From an optimization exercise on the open Yosys and OpenROAD flow, aimed at small area; shortcuts taken in it are not production practice. Only simulation tests tie the RTL to the original design; equivalence was not proved. The clock port is modelled as an ideal driver; clocking choices that lean on that would not hold on a real chip.

Setup of JK:
==> flow/design.v (excerpt) <==
module uartAxiBridge (
  input  logic        clk,
  input  logic        axi_resetn,
  input  logic [7:0]  rxByte,
  input  logic        rxByteValid,
  input  logic        txReady,
  output logic [7:0]  txByte,
  output logic        txByteStrobe,
  output logic [31:0] axi_awaddr,
  output logic [2:0]  axi_awprot,
  output logic        axi_awvalid,
  input  logic        axi_awready,
  output logic [31:0] axi_wdata,
  output logic [3:0]  axi_wstrb,
  output logic        axi_wvalid,
  input  logic        axi_wready,
  input  logic [1:0]  axi_bresp,
  input  logic        axi_bvalid,
  output logic        axi_bready,
  output logic [31:0] axi_araddr,
  output logic [2:0]  axi_arprot,
  output logic        axi_arvalid,
  input  logic        axi_arready,
  input  logic [31:0] axi_rdata,
  input  logic [1:0]  axi_rresp,
  input  logic        axi_rvalid,
  output logic        axi_rready
);
  logic                      cmdValid;
  logic [16*8-1:0] rxWindow;
  logic                      pushReq;
  logic [108-1:0]    pushEntry;
  logic                      respPush;
  logic                      respPop;
  logic [108-1:0]    respHead;
  logic                      respFull;
  logic                      respEmpty;
  assign axi_awprot = 3'b001;
  assign axi_arprot = 3'b001;
  assign axi_wstrb  = 4'hF;
  frameReceiver i_frameReceiver (
    .clk(clk), .axi_resetn(axi_resetn),
    .rxByte(rxByte), .rxByteValid(rxByteValid),
    .cmdValid(cmdValid), .rxWindow(rxWindow)
  );
  commandEngine i_commandEngine (
    .clk(clk), .axi_resetn(axi_resetn),
    .cmdValid(cmdValid), .cmdFrame(rxWindow),
    .axi_awaddr(axi_awaddr), .axi_awvalid(axi_awvalid), .axi_awready(axi_awready),
    .axi_wdata(axi_wdata), .axi_wvalid(axi_wvalid), .axi_wready(axi_wready),
    .axi_bresp(axi_bresp), .axi_bvalid(axi_bvalid), .axi_bready(axi_bready),
    .axi_araddr(axi_araddr), .axi_arvalid(axi_arvalid), .axi_arready(axi_arready),
    .axi_rdata(axi_rdata), .axi_rresp(axi_rresp), .axi_rvalid(axi_rvalid),
    .axi_rready(axi_rready),
  ...
Size in the first run: about 940 flip-flops, roughly 170 I/O pins, roughly 34000 µm² of cells after synthesis.
==> flow/config.mk <==
export PLATFORM = sky130hd
export DESIGN_NAME = uartAxiBridge
export DESIGN_NICKNAME = uartAxiBridge
export VERILOG_FILES = /design/flow/design.v
export SDC_FILE = /design/flow/constraint.sdc
export NUM_CORES = 4
export LEC_CHECK = 0
export ABC_AREA = 1
export CAP_MARGIN = 20
export CORE_MARGIN = 2
export CORE_UTILIZATION = 40
export SLEW_MARGIN = 20
==> flow/constraint.sdc <==
create_clock -name core_clock -period 5.5 [get_ports {clk}]
set_input_delay 1.1000 -clock core_clock [delete_from_list [all_inputs] [get_ports {clk}]]
set_output_delay 1.1000 -clock core_clock [all_outputs]
set_load 0.01 [all_outputs]
standard.sh (not shown) runs the stock make flow with config.mk's settings and CLKGATE_MAP_FILE= SYNTH_SCRIPT=/design/flow/synth_recipe.tcl, a recipe that flattens the netlist after the stock synthesis.
==> flow/flow/run.sh <==
#!/bin/bash
# Own layout flow: the standard ORFS flow (standard.sh) with three changes to how the layout
# is made:
#  - ABC maps the logic for area with amap (flow/abc_area.script) instead of ORFS's area script,
#    which maps with map -B 0.9 and then buffers and upsizes; flip-flop mapping is unchanged;
#  - a lighter clock tree: no dummy loads, larger sink clusters;
#  - the smallest buffer (buf_1) on the ports.
# Every step's full log stays in orfs/logs/; make's own output goes to make.log in this folder.
set -euo pipefail
here=$(pwd)
rm -rf "$here/scripts_own"
cp -r "$FLOW_HOME/scripts" "$here/scripts_own"
cp "$here/flow/abc_area.script" "$here/scripts_own/abc_area.script"
bash standard.sh finish \
  "SCRIPTS_DIR=$here/scripts_own" \
  "CTS_ARGS=-sink_clustering_enable -repair_clock_nets -dont_use_dummy_load -buf_list sky130_fd_sc_hd__clkbuf_16 -sink_clustering_size 30 -sink_clustering_max_diameter 100" \
  "BUFFER_PORTS_ARGS=-buffer_cell sky130_fd_sc_hd__buf_1" > make.log 2>&1
==> flow/flow/abc_area.script <==
strash
dch -f
amap
strash
dch -f
amap
topo
What TR does differently from JK at the input level:
diff --git a/flow/design.v b/flow/design.v
--- a/flow/design.v
+++ b/flow/design.v
@@ -158,27 +158,33 @@
       begin
         immValid = 1'b1;
         immKind  = 2'd3;
       end
     endcase
   end
   assign immPush    = cmdValid && immValid;
   assign startRead  = cmdValid && (opcode == uartAxiBridgePkg::OP_READ) && (rdState == RD_IDLE);
   assign startWrite = cmdValid && (opcode == uartAxiBridgePkg::OP_WRITE) && (wrState == WR_IDLE);
   assign rdPushOk = (rdState == RD_DONE) && !respFull && !respPush && !immPush;
   assign wrPushOk = (wrState == WR_DONE) && !respFull && !respPush && !immPush && !rdPushOk;
   assign pushReq = (immPush && !respFull) || rdPushOk || wrPushOk;
-  assign pushEntry = ({108{immPush}}  & {2'd0, immKind, cmdSeq, cmdAddr, cmdData}) |
-                     ({108{rdPushOk}} & {2'd1, rdResp, rdSeq, rdAddr, rdData}) |
-                     ({108{wrPushOk}} & {2'd2, wrResp, wrSeq, wrAddr, wrData});
+  always_comb
+  begin
+    if (immPush)
+      pushEntry = {2'd0, immKind, cmdSeq, cmdAddr, cmdData};
+    else if (rdPushOk)
+      pushEntry = {2'd1, rdResp, rdSeq, rdAddr, rdData};
+    else
+      pushEntry = {2'd2, wrResp, wrSeq, wrAddr, wrData};
+  end
   assign axi_arvalid = (rdState == RD_ADDR);
   assign axi_rready  = (rdState != RD_DONE);
   assign axi_awvalid = (wrState == WR_REQ) && !awDone;
   assign axi_wvalid  = (wrState == WR_REQ) && !wDone;
   assign axi_bready  = (wrState != WR_DONE);
   assign awHs        = axi_awvalid && axi_awready;
   assign wHs         = axi_wvalid && axi_wready;
   assign axi_araddr = rdAddr[31:0];
   assign axi_awaddr = wrAddr[31:0];
   assign axi_wdata  = wrData;
   always_ff @(posedge clk)
   begin
@@ -255,30 +261,25 @@
   output logic                    respEmpty
 );
   logic [108-1:0] queueMem [4];
   logic [1:0]             wrPtr;
   logic [1:0]             rdPtr;
   logic [2:0]             count;
   logic [2:0]             countNext;
   logic [1:0]             wrPtrNext;
   logic                   doPush;
   logic                   doPop;
   assign doPush = respPush && !respFull;
   assign doPop  = respPop && !respEmpty;
-  always_comb
-  begin
-    respHead = '0;
-    for (int i = 0; i < 4; i++)
-      respHead = respHead | ({108{doPop && (rdPtr == 2'(i))}} & queueMem[i]);
-  end
+  assign respHead  = queueMem[rdPtr];
   assign respFull  = (count == 3'(4));
   assign respEmpty = (count == '0);
   assign countNext = count + {2'b00, doPush} - {2'b00, doPop};
   assign wrPtrNext = wrPtr + {1'b0, doPush};
   always_ff @(posedge clk)
   begin
     if (!axi_resetn)
     begin
       wrPtr    <= '0;
       rdPtr    <= '0;
       count    <= '0;
       respPush <= 1'b0;
@@ -286,57 +287,55 @@
     else
     begin
       respPush <= pushReq;
       wrPtr    <= wrPtrNext;
       count    <= countNext;
       if (doPop)
         rdPtr <= rdPtr + 2'd1;
     end
   end
   always_ff @(posedge clk)
   begin
     if (pushReq && (countNext != 3'(4)))
-      queueMem[wrPtrNext] <= ~pushEntry;
+      queueMem[wrPtrNext] <= pushEntry;
   end
 endmodule
 `timescale 1ns/100ps
 module frameTransmitter
 (
   input  logic                    clk,
   input  logic                    axi_resetn,
   input  logic [108-1:0]  respHead,
   input  logic                    respEmpty,
   output logic                    respPop,
   input  logic                    txReady,
   output logic [7:0]              txByte,
   output logic                    txByteStrobe
 );
   typedef enum logic {TX_IDLE, TX_SEND} txStateE;
   txStateE                txState;
-  logic [108-1:0] txEntryN;   
   logic [108-1:0] txEntry;
   logic [15:0]            txCrc;
   logic [3:0]             byteIdx;
   logic                   lastStrobe;
   logic [7:0]             msgByte;
   logic [3:0]             kind;
   logic [7:0]             respByte;
   logic [95:0]            fixedFields;
   logic                   useFixed;
   logic [7:0]             rawByte;
   logic [7:0]             fixedByte;
   logic [8*14-1:0] msg;
   assign respPop = (txState == TX_IDLE) && !respEmpty;
   assign txByteStrobe = (txState == TX_SEND) && txReady && !lastStrobe;
-  assign txEntry = ~txEntryN;
   assign kind = txEntry[107:104];
   always_comb
   begin
     case (kind)
       4'd0:    respByte = {2'b00, uartAxiBridgePkg::RSP_NOP};
       4'd1:    respByte = {2'b00, uartAxiBridgePkg::RSP_BUSY_READ};
       4'd2:    respByte = {2'b00, uartAxiBridgePkg::RSP_BUSY_WRITE};
       4'd3:    respByte = {2'b00, uartAxiBridgePkg::RSP_INVALID};
       4'd4, 4'd5, 4'd6, 4'd7:
                respByte = {kind[1:0], uartAxiBridgePkg::RSP_READ};
       default: respByte = {kind[1:0], uartAxiBridgePkg::RSP_WRITE};
     endcase
@@ -387,29 +386,30 @@
         txState <= TX_SEND;
         byteIdx <= '0;
       end
       else if (txByteStrobe)
       begin
         byteIdx <= byteIdx + 4'd1;
         if (byteIdx == 4'(16 - 1))
           txState <= TX_IDLE;
       end
     end
   end
   always_ff @(posedge clk)
-    txEntryN <= respHead | ({108{!respPop}} & txEntryN);
-  always_ff @(posedge clk)
   begin
     if (respPop)
+    begin
+      txEntry <= respHead;
       txCrc   <= 16'hFFFF;
+    end
     else if (txByteStrobe && (byteIdx < 4'(14)))
       txCrc <= uartAxiBridgePkg::crc16Update(txCrc, msgByte);
   end
 endmodule
 `timescale 1ns/100ps
 module uartAxiBridge (
   input  logic        clk,
   input  logic        axi_resetn,
   input  logic [7:0]  rxByte,
   input  logic        rxByteValid,
   input  logic        txReady,
   output logic [7:0]  txByte,
## What came out
Compared to JK, TR has global-route usage 0.72 points lower. [compare] base=JK new=TR: die area grew by about 2.8%, number of logic inverters in the finished layout saw an increase, multi-input combinational cell count higher. For TR, the endpoint of the worst setup timing path was txByte[2], unlike JK, where it was txByte[7]. Compared TR against JK; area share of xor/xnor cells in the synthesized design within noise. On count of flip-flops with a built-in enable after synthesis: TR sits above JK. Re via-per-instance ratio: JK was higher than TR. On TR: worst slack after detailed placement is 23 ps higher than what JK gave. Looking only at post-synthesis to final-layout area growth, and setting everything else aside, the lower value of TR and JK goes to TR. Simple-gate share of the synthesized area for TR is lower than for JK. In terms of hold slack, JK and TR differ only marginally. Against JK, TR reports a synthesized instance count that is higher. Diff JK..TR | hold buffer count at cts | negligible.

-- re-timing with driven ports --
In the flow no input, the clock included, has a driving cell. The finished layouts below were timed again as built, in two steps.
Step 1, drivers: a clkbuf_16 drives clk and a buf_2 each remaining input, both assumed.
Step 2, shift: input delay + t, output delay - t, t = (earliest + latest rising clock arrival at the registers) / 2. This alone moves slack from input paths to output paths.
Slacks: ideal / step 1 / step 2; pairs: ideal / step 1.
| run | t, ns | slack for setup (ns) | worst slew at a driven data input, ns | pins driven straight from the clock port |
|---|---|---|---|---|
| JK | 0.647 | 0.181 / 0.113 / 0.355 | 0.04 | 1 |
| TR | 0.645 | 0.319 / 0.260 / 0.483 | 0.04 | 1 |
After both steps setup and hold are still met in every run listed.
